Context: an optimization exercise on an open-source flow, tuned for small area and a short achievable clock period. The choices shown serve that exercise and are no tape-out recipe. The RTL was checked by simulation tests, not by an equivalence proof against the original design. Power figures rest on the tool's default switching activity, not on a simulated workload.

==> flow/design.v (outline; a module is shown in full before it is edited, if it fits) <==
// module fma_unpack: 77 lines
// module fma_mac: 1290 lines
// module fma_normalize: 116 lines
// module fma_round: 86 lines
// module fp32_fma: 57 lines
module fp32_fma (
    input  logic    clk,
    input  logic    rst_n,
    input  logic    in_valid,
    input  fma_pkg::fp32_t   a,
    input  fma_pkg::fp32_t   b,
    input  fma_pkg::fp32_t   c,
    input  fma_pkg::rmode_t  rm,
    output logic    out_valid,
    output fma_pkg::fp32_t   result,
    output fma_pkg::fflags_t flags
);
  // ...
==> flow/run.sh <==
#!/bin/bash
# synth_recipe.tcl (not shown) runs the flow's synth.tcl, then flattens the netlist and writes it again
# the make line also repeats each setting of config.mk as NAME=value (left out here)
make -C /OpenROAD-flow-scripts/flow DESIGN_CONFIG=/design/flow/config.mk WORK_HOME=/design/flow/orfs CLKGATE_MAP_FILE= SYNTH_SCRIPT=/design/flow/synth_recipe.tcl finish
==> flow/config.mk <==
export PLATFORM = sky130hd
export DESIGN_NAME = fp32_fma
export DESIGN_NICKNAME = fp32_fma
export VERILOG_FILES = /design/flow/design.v
export SDC_FILE = /design/flow/constraint.sdc
export NUM_CORES = 4
export LEC_CHECK = 0
export CAP_MARGIN = 20
export CORE_MARGIN = 2
export CORE_UTILIZATION = 40
export PLACE_DENSITY = 0.6
export SETUP_SLACK_MARGIN = 4
export SLEW_MARGIN = 20
==> flow/constraint.sdc <==
create_clock -name core_clock -period 10.5 [get_ports {clk}]
set_input_delay 2.1000 -clock core_clock [delete_from_list [all_inputs] [get_ports {clk}]]
set_output_delay 2.1000 -clock core_clock [all_outputs]
set_load 0.01 [all_outputs]
==> out/results.ini, run 1 <==
[status]
status=no timing/DRC/antenna violations

[final_layout]
stdcell_count=6241
reg.largest.list=u_normalize.mag_q x76, u_mac.row_a x51, u_mac.row_b x48
final_cell_mix=461 x nand2_1, 397 x dfxtp_1, 322 x inv_1, 322 x xor2_1, 305 x fa_1
area_growth_pct=13.3
largest_class=multi-input combinational cells
nMultiInputCombCells=3730
multi_input_area_share=0.668

[synth]
synthArstFlopShare=0.00980
synth-xor-area-share=0.107
synth_ff_type=dfxtp_1
synth-edff-count=0
synth_top_area_share=0.194

[clock_tree]
cts_tree=yes
htree_levels=2

[sta]
fmax_mhz=158
worst_pin_slew_ns=1.08
fin_crit_sh=0.603

[route]
drt_iter0_markers=4341
first_pass_iters=6
vias=38500

[job]
max_cap_viol_count=0

[worst_setup_path]
critical_path.slowest_cell=o31ai_1

[power]
switching_share=0.525
power_leader=combinational cells
powerComb_mw=12.6
total_power_mw=17.1
p_seq_mw=2.67

[grt]
antenna_found_initial=1
met2_usage=0.499

==> module fma_unpack, before the edit <==
module fma_unpack (
    input  logic            clk,
    input  logic            rst_n,
    input  logic            in_valid,
    input  fma_pkg::fp32_t  a,
    input  fma_pkg::fp32_t  b,
    input  fma_pkg::fp32_t  c,
    input  fma_pkg::rmode_t rm,
    output logic            out_valid,
    output logic [23:0]     ma_q,
    output logic [12:0]     b_one_q,
    output logic [11:0]     b_two_q,
    output logic [11:0]     b_neg_q,
    output logic [23:0]     mc_q,
    output logic [7:0]      a_exp_q,
    output logic [7:0]      b_exp_q,
    output logic [7:0]      c_exp_q,
    output logic            prod_zero_q,
    output logic            is_sub_q,
    output logic [7:0]      side_q
);
    logic [2:0] ezero, eones, fzero;
    logic [2:0] is_zero, is_inf, is_nan, is_snan;
    logic [23:0] ma, mb, mc;
    always_comb begin
        ezero = {c[30:23] == 8'h00, b[30:23] == 8'h00, a[30:23] == 8'h00};
        eones = {c[30:23] == 8'hff, b[30:23] == 8'hff, a[30:23] == 8'hff};
        fzero = {c[22:0] == 23'h0, b[22:0] == 23'h0, a[22:0] == 23'h0};
        is_zero = ezero & fzero;
        is_inf  = eones & fzero;
        is_nan  = eones & ~fzero;
        is_snan = is_nan & ~{c[22], b[22], a[22]};
        ma = {!ezero[0], a[22:0]};
        mb = {!ezero[1], b[22:0]};
        mc = {!ezero[2], c[22:0]};
    end
    logic prod_sign, is_sub, prod_inf, invalid;
    assign prod_sign = a[31] ^ b[31];
    assign is_sub    = prod_sign ^ c[31];
    assign prod_inf  = (is_inf[0] & !is_nan[1]) | (is_inf[1] & !is_nan[0]);
    assign invalid   = (|is_snan)
                     | (is_zero[0] & is_inf[1]) | (is_inf[0] & is_zero[1])
                     | (is_sub & prod_inf & is_inf[2]);
    logic [25:0] mbx;
    logic [12:0] b_one;
    logic [11:0] b_two, b_neg;
    always_comb begin
        mbx = {1'b0, mb, 1'b0};
        for (int j = 0; j < 12; j++) begin
            b_one[j] = mbx[2*j+1] ^ mbx[2*j];
            b_two[j] = (mbx[2*j+2] & !mbx[2*j+1] & !mbx[2*j])
                     | (!mbx[2*j+2] & mbx[2*j+1] & mbx[2*j]);
            b_neg[j] = mbx[2*j+2];
        end
        b_one[12] = mbx[24];
    end
    logic valid_q;
    always_ff @(posedge clk or negedge rst_n) begin
        if (!rst_n) valid_q <= 1'b0;
        else        valid_q <= in_valid;
    end
    assign out_valid = valid_q;
    always_ff @(posedge clk) begin
        ma_q        <= ma;
        b_one_q     <= b_one;
        b_two_q     <= b_two;
        b_neg_q     <= b_neg;
        mc_q        <= mc;
        a_exp_q     <= a[30:23];
        b_exp_q     <= b[30:23];
        c_exp_q     <= c[30:23];
        prod_zero_q <= is_zero[0] | is_zero[1];
        is_sub_q    <= is_sub;
        side_q      <= {rm, prod_sign, (|is_nan) | invalid, |is_inf,
                        is_inf[2] ? c[31] : prod_sign, invalid};
    end
endmodule
==> module fp32_fma, before the edit <==
module fp32_fma (
    input  logic    clk,
    input  logic    rst_n,
    input  logic    in_valid,
    input  fma_pkg::fp32_t   a,
    input  fma_pkg::fp32_t   b,
    input  fma_pkg::fp32_t   c,
    input  fma_pkg::rmode_t  rm,
    output logic    out_valid,
    output fma_pkg::fp32_t   result,
    output fma_pkg::fflags_t flags
);
    localparam int SW = fma_pkg::SIDE_W;
    logic        v1;
    logic [23:0] ma1, mc1;
    logic [12:0] b_one1;
    logic [11:0] b_two1, b_neg1;
    logic [7:0]  a_exp1, b_exp1, c_exp1;
    logic        prod_zero1, is_sub1;
    logic [7:0]  side1;
    logic        v2;
    logic [50:0] row_a2, row_b2;
    logic        s3_2, sp2, kill2;
    logic [75:51] x_hi2;
    logic        is_sub2;
    logic [SW-1:0] side2;
    logic        v3;
    logic [75:0] mag3;
    logic [6:0]  lz3;
    logic        zero3, sign3, is_sub3;
    logic [SW-1:0] side3;
    fma_unpack u_unpack (
        .clk(clk), .rst_n(rst_n), .in_valid(in_valid), .a(a), .b(b), .c(c), .rm(rm),
        .out_valid(v1), .ma_q(ma1), .b_one_q(b_one1), .b_two_q(b_two1), .b_neg_q(b_neg1),
        .mc_q(mc1), .a_exp_q(a_exp1), .b_exp_q(b_exp1), .c_exp_q(c_exp1),
        .prod_zero_q(prod_zero1), .is_sub_q(is_sub1), .side_q(side1)
    );
    fma_mac u_mac (
        .clk(clk), .rst_n(rst_n), .in_valid(v1), .ma(ma1), .b_one(b_one1), .b_two(b_two1),
        .b_neg(b_neg1), .mc(mc1), .a_exp(a_exp1), .b_exp(b_exp1), .c_exp(c_exp1),
        .prod_zero(prod_zero1), .is_sub(is_sub1),
        .side_in(side1), .out_valid(v2), .row_a(row_a2), .row_b(row_b2),
        .s3_q(s3_2), .sp_q(sp2), .kill_q(kill2),
        .x_hi(x_hi2), .is_sub_q(is_sub2), .side_q(side2)
    );
    fma_normalize u_normalize (
        .clk(clk), .rst_n(rst_n), .in_valid(v2), .row_a(row_a2), .row_b(row_b2),
        .s3(s3_2), .sp(sp2), .kill(kill2), .x_hi(x_hi2), .is_sub(is_sub2), .side_in(side2),
        .out_valid(v3), .mag_q(mag3), .lz_q(lz3), .zero_q(zero3), .sign_q(sign3),
        .is_sub_q(is_sub3), .side_q(side3)
    );
    fma_round u_round (
        .clk(clk), .rst_n(rst_n), .in_valid(v3), .mag(mag3), .lz(lz3), .zero(zero3),
        .sign(sign3), .is_sub(is_sub3), .side_in(side3),
        .out_valid(out_valid), .result(result), .flags(flags)
    );
endmodule
==> inputs of run 2 (changes only) <==
--- a/flow/design.v
+++ b/flow/design.v
@@ -20,45 +20,62 @@
     input  fma_pkg::fp32_t  c,
     input  fma_pkg::rmode_t rm,
     output logic            out_valid,
     output logic [23:0]     ma_q,
     output logic [12:0]     b_one_q,
     output logic [11:0]     b_two_q,
     output logic [11:0]     b_neg_q,
     output logic [23:0]     mc_q,
-    output logic [7:0]      a_exp_q,
-    output logic [7:0]      b_exp_q,
-    output logic [7:0]      c_exp_q,
-    output logic            prod_zero_q,
+    output logic [6:0]      ashift_q,
+    output logic            kill_q,
+    output logic            psticky_q,
     output logic            is_sub_q,
-    output logic [7:0]      side_q
+    output logic [fma_pkg::SIDE_W-1:0] side_q
 );
     logic [2:0] ezero, eones, fzero;
     logic [2:0] is_zero, is_inf, is_nan, is_snan;
     logic [23:0] ma, mb, mc;
     always_comb begin
         ezero = {c[30:23] == 8'h00, b[30:23] == 8'h00, a[30:23] == 8'h00};
         eones = {c[30:23] == 8'hff, b[30:23] == 8'hff, a[30:23] == 8'hff};
         fzero = {c[22:0] == 23'h0, b[22:0] == 23'h0, a[22:0] == 23'h0};
         is_zero = ezero & fzero;
         is_inf  = eones & fzero;
         is_nan  = eones & ~fzero;
         is_snan = is_nan & ~{c[22], b[22], a[22]};
         ma = {!ezero[0], a[22:0]};
         mb = {!ezero[1], b[22:0]};
         mc = {!ezero[2], c[22:0]};
     end
-    logic prod_sign, is_sub, prod_inf, invalid;
+    logic prod_sign, is_sub, prod_inf, invalid, prod_zero;
     assign prod_sign = a[31] ^ b[31];
     assign is_sub    = prod_sign ^ c[31];
     assign prod_inf  = (is_inf[0] & !is_nan[1]) | (is_inf[1] & !is_nan[0]);
     assign invalid   = (|is_snan)
                      | (is_zero[0] & is_inf[1]) | (is_inf[0] & is_zero[1])
                      | (is_sub & prod_inf & is_inf[2]);
+    assign prod_zero = is_zero[0] | is_zero[1];
+    logic [8:0]         ea, eb, ec;
+    logic signed [10:0] prod_expo, shift_full;
+    logic               kill;
+    logic [9:0]         e_anchor;
+    logic [6:0]         ashift;
+    always_comb begin
+        ea = {1'b0, a[30:24], a[23] | ezero[0]};
+        eb = {1'b0, b[30:24], b[23] | ezero[1]};
+        ec = {1'b0, c[30:24], c[23] | ezero[2]};
+        prod_expo  = 11'(ea) + 11'(eb) - 11'sd101;
+        shift_full = 11'(ea) + 11'(eb) - 11'(ec) - 11'sd101;
+        kill       = prod_zero | shift_full[10];
+        e_anchor   = kill ? {1'b0, ec} : prod_expo[9:0];
+        if (kill)                         ashift = 7'd0;
+        else if (shift_full > 11'sd127)   ashift = 7'd127;
+        else                              ashift = shift_full[6:0];
+    end
     logic [25:0] mbx;
     logic [12:0] b_one;
     logic [11:0] b_two, b_neg;
     always_comb begin
         mbx = {1'b0, mb, 1'b0};
         for (int j = 0; j < 12; j++) begin
             b_one[j] = mbx[2*j+1] ^ mbx[2*j];
             b_two[j] = (mbx[2*j+2] & !mbx[2*j+1] & !mbx[2*j])
@@ -74,69 +91,49 @@
     end
     assign out_valid = valid_q;
     always_ff @(posedge clk) begin
         ma_q        <= ma;
         b_one_q     <= b_one;
         b_two_q     <= b_two;
         b_neg_q     <= b_neg;
         mc_q        <= mc;
-        a_exp_q     <= a[30:23];
-        b_exp_q     <= b[30:23];
-        c_exp_q     <= c[30:23];
-        prod_zero_q <= is_zero[0] | is_zero[1];
+        ashift_q    <= ashift;
+        kill_q      <= kill;
+        psticky_q   <= kill & !prod_zero;
         is_sub_q    <= is_sub;
-        side_q      <= {rm, prod_sign, (|is_nan) | invalid, |is_inf,
+        side_q      <= {e_anchor, rm, prod_sign, (|is_nan) | invalid, |is_inf,
                         is_inf[2] ? c[31] : prod_sign, invalid};
     end
 endmodule
 `timescale 1ns/1ps
 module fma_mac (
     input  logic        clk,
     input  logic        rst_n,
     input  logic        in_valid,
     input  logic [23:0] ma,
     input  logic [12:0] b_one,
     input  logic [11:0] b_two,
     input  logic [11:0] b_neg,
     input  logic [23:0] mc,
-    input  logic [7:0]  a_exp,
-    input  logic [7:0]  b_exp,
-    input  logic [7:0]  c_exp,
-    input  logic        prod_zero,
+    input  logic [6:0]  ashift,
+    input  logic        kill,
+    input  logic        psticky,
     input  logic        is_sub,
-    input  logic [7:0]  side_in,
+    input  logic [fma_pkg::SIDE_W-1:0] side_in,
     output logic        out_valid,
     output logic [50:0] row_a,
     output logic [50:0] row_b,
     output logic        s3_q,
     output logic        sp_q,
     output logic        kill_q,
     output logic [75:51] x_hi,
     output logic        is_sub_q,
     output logic [fma_pkg::SIDE_W-1:0] side_q
 );
-    logic [8:0]         ea, eb, ec;
-    logic signed [10:0] prod_expo, shift_full;
-    logic               kill, psticky;
-    logic [9:0]         e_anchor;
-    logic [6:0]         ashift;
-    always_comb begin
-        ea = {1'b0, a_exp[7:1], a_exp[0] | !ma[23]};
-        eb = {1'b0, b_exp[7:1], b_exp[0] | !b_one[12]};
-        ec = {1'b0, c_exp[7:1], c_exp[0] | !mc[23]};
-        prod_expo  = 11'(ea) + 11'(eb) - 11'sd101;
-        shift_full = 11'(ea) + 11'(eb) - 11'(ec) - 11'sd101;
-        kill       = prod_zero | shift_full[10];
-        psticky    = kill & !prod_zero;
-        e_anchor   = kill ? {1'b0, ec} : prod_expo[9:0];
-        if (kill)                         ashift = 7'd0;
-        else if (shift_full > 11'sd127)   ashift = 7'd127;
-        else                              ashift = shift_full[6:0];
-    end
     logic [25:0] ma_ext;
     logic [24:0] pp [12];
     logic [23:0] pp12;
     logic [11:0] neg;
     logic [74:0] aligned;
     logic        asticky;
     logic [75:0] x;
     assign ma_ext = {1'b0, ma, 1'b0};
@@ -1371,17 +1368,17 @@
     always_ff @(posedge clk) begin
         row_a    <= fs;
         row_b    <= fc[50:0];
         s3_q     <= fc[51];
         sp_q     <= sp;
         kill_q   <= kill;
         x_hi     <= x[75:51];
         is_sub_q <= is_sub;
-        side_q   <= {e_anchor, side_in};
+        side_q   <= side_in;
     end
 endmodule
 `timescale 1ns/1ps
 module fma_normalize (
     input  logic        clk,
     input  logic        rst_n,
     input  logic        in_valid,
     input  logic [50:0] row_a,
@@ -1596,40 +1593,40 @@
     output fma_pkg::fp32_t   result,
     output fma_pkg::fflags_t flags
 );
     localparam int SW = fma_pkg::SIDE_W;
     logic        v1;
     logic [23:0] ma1, mc1;
     logic [12:0] b_one1;
     logic [11:0] b_two1, b_neg1;
-    logic [7:0]  a_exp1, b_exp1, c_exp1;
-    logic        prod_zero1, is_sub1;
-    logic [7:0]  side1;
+    logic [6:0]  ashift1;
+    logic        kill1, psticky1, is_sub1;
+    logic [SW-1:0] side1;
     logic        v2;
     logic [50:0] row_a2, row_b2;
     logic        s3_2, sp2, kill2;
     logic [75:51] x_hi2;
     logic        is_sub2;
     logic [SW-1:0] side2;
     logic        v3;
     logic [75:0] mag3;
     logic [6:0]  lz3;
     logic        zero3, sign3, is_sub3;
     logic [SW-1:0] side3;
     fma_unpack u_unpack (
         .clk(clk), .rst_n(rst_n), .in_valid(in_valid), .a(a), .b(b), .c(c), .rm(rm),
         .out_valid(v1), .ma_q(ma1), .b_one_q(b_one1), .b_two_q(b_two1), .b_neg_q(b_neg1),
-        .mc_q(mc1), .a_exp_q(a_exp1), .b_exp_q(b_exp1), .c_exp_q(c_exp1),
-        .prod_zero_q(prod_zero1), .is_sub_q(is_sub1), .side_q(side1)
+        .mc_q(mc1), .ashift_q(ashift1), .kill_q(kill1), .psticky_q(psticky1),
+        .is_sub_q(is_sub1), .side_q(side1)
     );
     fma_mac u_mac (
         .clk(clk), .rst_n(rst_n), .in_valid(v1), .ma(ma1), .b_one(b_one1), .b_two(b_two1),
-        .b_neg(b_neg1), .mc(mc1), .a_exp(a_exp1), .b_exp(b_exp1), .c_exp(c_exp1),
-        .prod_zero(prod_zero1), .is_sub(is_sub1),
+        .b_neg(b_neg1), .mc(mc1), .ashift(ashift1), .kill(kill1), .psticky(psticky1),
+        .is_sub(is_sub1),
         .side_in(side1), .out_valid(v2), .row_a(row_a2), .row_b(row_b2),
         .s3_q(s3_2), .sp_q(sp2), .kill_q(kill2),
         .x_hi(x_hi2), .is_sub_q(is_sub2), .side_q(side2)
     );
     fma_normalize u_normalize (
         .clk(clk), .rst_n(rst_n), .in_valid(v2), .row_a(row_a2), .row_b(row_b2),
         .s3(s3_2), .sp(sp2), .kill(kill2), .x_hi(x_hi2), .is_sub(is_sub2), .side_in(side2),
         .out_valid(v3), .mag_q(mag3), .lz_q(lz3), .zero_q(zero3), .sign_q(sign3),
==> run 2 against run 1 <==
Compared with the run above:
- combinational power is 4% higher
- via count down 1.6%
- global-route usage shrank 2.8 points
- clock-buffer cell count increased by 1
- total power grew 2.2%
- worst hold slack about the same
- area after synthesis up 1.9%
- synthesized cell count grew 1.6%
- die area increased by 1.8%
==> out/results.ini, run 2 <==
[power]
switching_share=0.522  ; was 0.525
p_comb_frac=0.749  ; was 0.741
total_power_mw=17.5  ; was 17.1 mW
power.leakage_nw=18.7  ; was 18.9 nW
power_density_mw_per_mm2=374  ; was 362 mW/mm2
intPower_mw=8.35  ; was 8.10 mW
p_switching_mw=9.11  ; was 8.97 mW
ir_worst_vdd_mv=0.180  ; was 0.205 mV
clkPwrFrac=0.096  ; was 0.103
seqPwrFrac=0.155  ; was 0.156

[worst_setup_path]
slowest_delay_ns=0.58  ; was 0.69 ns
critPathRequiredTime_ns=11.07  ; was 11.02 ns
crit_chain=or3_1, bufinv_16, ha_1, a21oi_2, o21ai_1, a221o_1, or2_1, o21a_2, o31ai_4, buf_8, a31oi_1, o22a_1, xnor2_2, nand3b_1, or4_4, or3_1, a311oi_1, mux2_1  ; was ha_1, a21oi_1, o21ai_0, a22oi_1, a21oi_1, buf_4, o31ai_1, nand2_1, inv_1, fa_1, nand2_1, nor2_1, o21ai_0, a41oi_1, a2111o_1, nor4_4, buf_4, and4b_1, a21boi_2, a221oi_2
start_kind=flip-flop  ; unchanged
critical_path.slowest_cell=or4_4  ; was o31ai_1
worstPathArrival_ns=6.79  ; was 6.85 ns
regToRegStartpoint=u_mac.sp_q  ; was u_mac.row_a[21]
startpoint=u_mac.sp_q  ; was u_mac.row_a[21]
endpoint_kind=flip-flop  ; unchanged
cp_common_cell=or3_1
crit_type=flip-flop to flip-flop  ; unchanged
worstPathMaxFanout=42  ; was 8

[final_layout]
largest_reg_flops=76  ; unchanged
layout_commonest_cell=dfxtp_1  ; was nand2_1
post-route-util=0.444  ; was 0.456
multi_input_area_mm2=0.0317  ; was 0.0315 mm2
regArea_mm2=0.00809  ; was 0.00821 mm2
insertedDiodeCount=0  ; unchanged
fillCellCount=10400  ; was 10,200
drive_gt1_frac=0.0956  ; was 0.117
final_cell_mix=389 x dfxtp_1, 383 x nand2_1, 324 x inv_1  ; was 461 x nand2_1, 397 x dfxtp_1, 322 x inv_1, 322 x xor2_1, 305 x fa_1
final_nets=5397  ; was 5,389
top_register=u_normalize.mag_q  ; unchanged
area_growth_pct=10.1  ; was 13.3%
design_area_mm2=0.0466  ; was 0.0471 mm2
reg.largest.list=u_normalize.mag_q x76, u_mac.row_a x51, u_mac.row_b x48  ; unchanged

[worst_hold_path]
min-delay-path-class=flip-flop to flip-flop  ; unchanged
holdCritStartpoint=u_unpack.side_q[1]  ; was u_normalize.side_q[0]

[die]
start_util=0.403  ; was 0.402
coreArea_mm2=0.105  ; was 0.103 mm2
row_count=119  ; was 118
die_y_um=329  ; was 326 um
ios=140  ; unchanged
die_x_um=329  ; was 326 um
die_area_mm2=0.109  ; was 0.107 mm2

[synth]
synth_top_area_share=0.188  ; was 0.194
yosysTopAreaCell=dfxtp_1  ; unchanged
synth-edff-count=0  ; unchanged
ys_warn_count=13  ; unchanged
synth_seq_cells=402  ; was 408
yosys.cell_count.top_type=dfxtp_1  ; was nand2_1
synthTopCellsByCount=398 x dfxtp_1, 383 x nand2_1, 324 x inv_1  ; was 466 x nand2_1, 404 x dfxtp_1, 325 x inv_1, 325 x xor2_1, 306 x fa_1
synth_ff_type=dfxtp_1  ; unchanged
yosysSeqAreaShare=0.190  ; was 0.197
synth_nets=5471  ; was 5,392
syn_area_per_cell_um2=8.64  ; was 8.62 um2
synthArstFlopShare=0.00995  ; was 0.00980
synth_cell_type_count=112  ; was 107
synthTopCellsByArea=dfxtp_1 19%, fa_1 14%, xor2_1 6.5%  ; was dfxtp_1 19%, fa_1 15%, xor2_1 6.8%
syn-cell-area_mm2=0.0424  ; was 0.0416 mm2
syn_inst=4903  ; was 4,824

[clock_tree]
clk_pin_slew_ns=0.07  ; was 0.06 ns
clk_path_buf_depth=3  ; unchanged
root_buffer=clkbuf_16  ; unchanged
cts_tree=yes  ; unchanged
cts_buffers=47  ; was 48
htree_levels=2  ; unchanged
ctsHoldBuffers=0  ; unchanged
cts.sinks=402  ; was 408
clk_latency_ns=0.64  ; was 0.66 ns

[sta]
fin_crit_sh=0.592  ; was 0.603
setup_tns_ns=0  ; unchanged
finalHoldViolCount=0  ; unchanged
fmax_mhz=161  ; was 158 MHz
worst_pin_slew_ns=1.22  ; was 1.08 ns
relSlewSlack=0.177  ; was 0.271
maxSlewViolCount=0  ; unchanged
worst_slack_ns=4.28  ; was 4.17 ns
skew_ns=0.0278  ; was 0.0357 ns
post-route-min-period_ns=6.22  ; was 6.33 ns
final-setup-viol-count=0  ; unchanged
rsz0062_at_grt=false  ; was true

[route]
wl_per_cell_um=24.3  ; was 26.6 um
drc_errors=0  ; unchanged
antenna_left=0  ; unchanged
drt_iter0_markers=4539  ; was 4,341
vias=37900  ; was 38,500
route.final.wire_length_um=152000  ; was 166,000 um
viasPerCell=6.06  ; was 6.17
first_pass_iters=6  ; unchanged

[place]
dpl_cell_area_mm2=0.0448  ; was 0.0442 mm2
io_buffers=138  ; unchanged
dpl_worst_slack_ns=3.34  ; was 2.48 ns
place_congestion=1.00  ; was 1.05
hpwl_um=113000  ; was 123,000 um

[grt]
grt_max_degree=97  ; was 66
grt_overflow=0  ; unchanged
antenna_found_initial=0  ; was 1
first_global_vias=36600  ; was 37,500
track_usage=0.275  ; was 0.303
grt_pass1_wl_um=230000  ; was 248,000 um

[job]
max_cap_viol_count=0  ; unchanged

[status]
status=no timing/DRC/antenna violations  ; unchanged

==> run 2: changes by cell type in the layout (fill, tap and decap cells not counted), moves of 13 or more <==
cell	change
nand2b_1	+87
mux4_2	+13
a21oi_1	+29
nand4_1	+13
buf_4	-46
nand2_1	-78
or3_1	-22
a21o_1	-15
mux2i_2	-16
or2_2	+29
a211oi_1	-15
nor2_1	+47
==> run 2: kinds of logic after synthesis <==
group,share of synthesized area
buffers and inverters,0.0647
adders and majority gates,0.192
AOI/OAI and AO/OA,0.193
other,0.0000885
muxes,0.0912
xor gates and xnor gates,0.101
DFF,0.190
and+or+nand+nor,0.167
==> run 2: metal layers <==
layer	track usage	wire [um]
met1	0.367	63700
met2	0.437	68900
met3	0.0349	11100
met4	0.142	8370
met5	0	0
==> run 2: timing repair <==
item,in CTS,in global routing
resized for setup,9,39
pin swaps,2,6
cloned,0,0
setup endpoints to repair,7,24
setup buffers,3,3
==> run 2: layout make-up <==
type,count,area share
clock inverter,23,0.00534
sequential,402,0.173
inverter,334,0.0275
multi-input combinational,3799,0.680
timing repair buffer,245,0.0475
clock buffer,60,0.0289
tap,1391,0.0373
==> run 2: final timing paths <==
| path | end | slack [ns] | depth (start not counted) |
|---|---|---|---|
| min in group asynchronous | u_mac.valid_q | 1.68 | 1 |
| hold reg to reg | u_mac.side_q[1] | 0.33 | 0 |
| hold / removal | u_mac.side_q[1] | 0.33 | 0 |
| max in group asynchronous | u_round.valid_q | 8.66 | 1 |
| setup / recovery | u_normalize.lz_q[1] | 4.28 | 18 |
| setup reg to reg | u_normalize.lz_q[1] | 4.28 | 18 |
==> run 2: power by group through the flow <==
| stage | sequential, mW | combinational [mW] | clock, mW |
|---|---|---|---|
| 2_1_floorplan | 2.49 | 8.91 | 0 |
| 3_3_place_gp | 2.71 | 12.7 | 0 |
| 3_5_place_dp | 2.72 | 12.8 | 0 |
| 4_1_cts | 2.69 | 12.8 | 1.72 |
| 5_1_grt | 2.76 | 14.4 | 1.77 |
| 6_report | 2.70 | 13.1 | 1.68 |
==> run 2: per-stage QoR <==
step | cells | hold slack (ns)
5_1_grt | 6254 | 0.329
3_3_place_gp | 6164 | 0.314
2_1_floorplan | 4903 | 0.310
4_1_cts | 6251 | 0.326
3_5_place_dp | 6165 | 0.312
6_report | 6254 | 0.325
==> run 2: critical path: cells and delay by family, from the launching register on <==
family,cells,cell delay (ns)
buf+inv,2,0.64
fa+ha+maj,1,0.38
flops,1,0.30
mux,1,0.15
simple gates,5,2.05
compound gates,8,2.29
xor+xnor,1,0.28

-- afterwards: timing with drivers on the ports --
Ports are ideal in the flow. The routed layouts listed here were re-timed in OpenROAD. Step 1 assumes that a clkbuf_16 drives the clock port and a buf_2 every other input. Step 2, shift: input delay + t, output delay - t, t = (earliest + latest rising clock arrival at the registers) / 2. This alone moves slack from input paths to output paths. Three values: no drivers, after step 1, after step 2; two values: the first two.
run	shift t [ns]	setup WS [ns]	worst slew at a driven data input, ns
run 1	0.714	4.170 / 4.170 / 4.170	0.06
run 2	0.698	4.281 / 4.281 / 3.776	0.05
After both steps setup and hold are still met in every run listed. For run 2, which loses most, drivers alone change the setup slack by 0.000 ns; drivers and shift together by -0.505 ns.
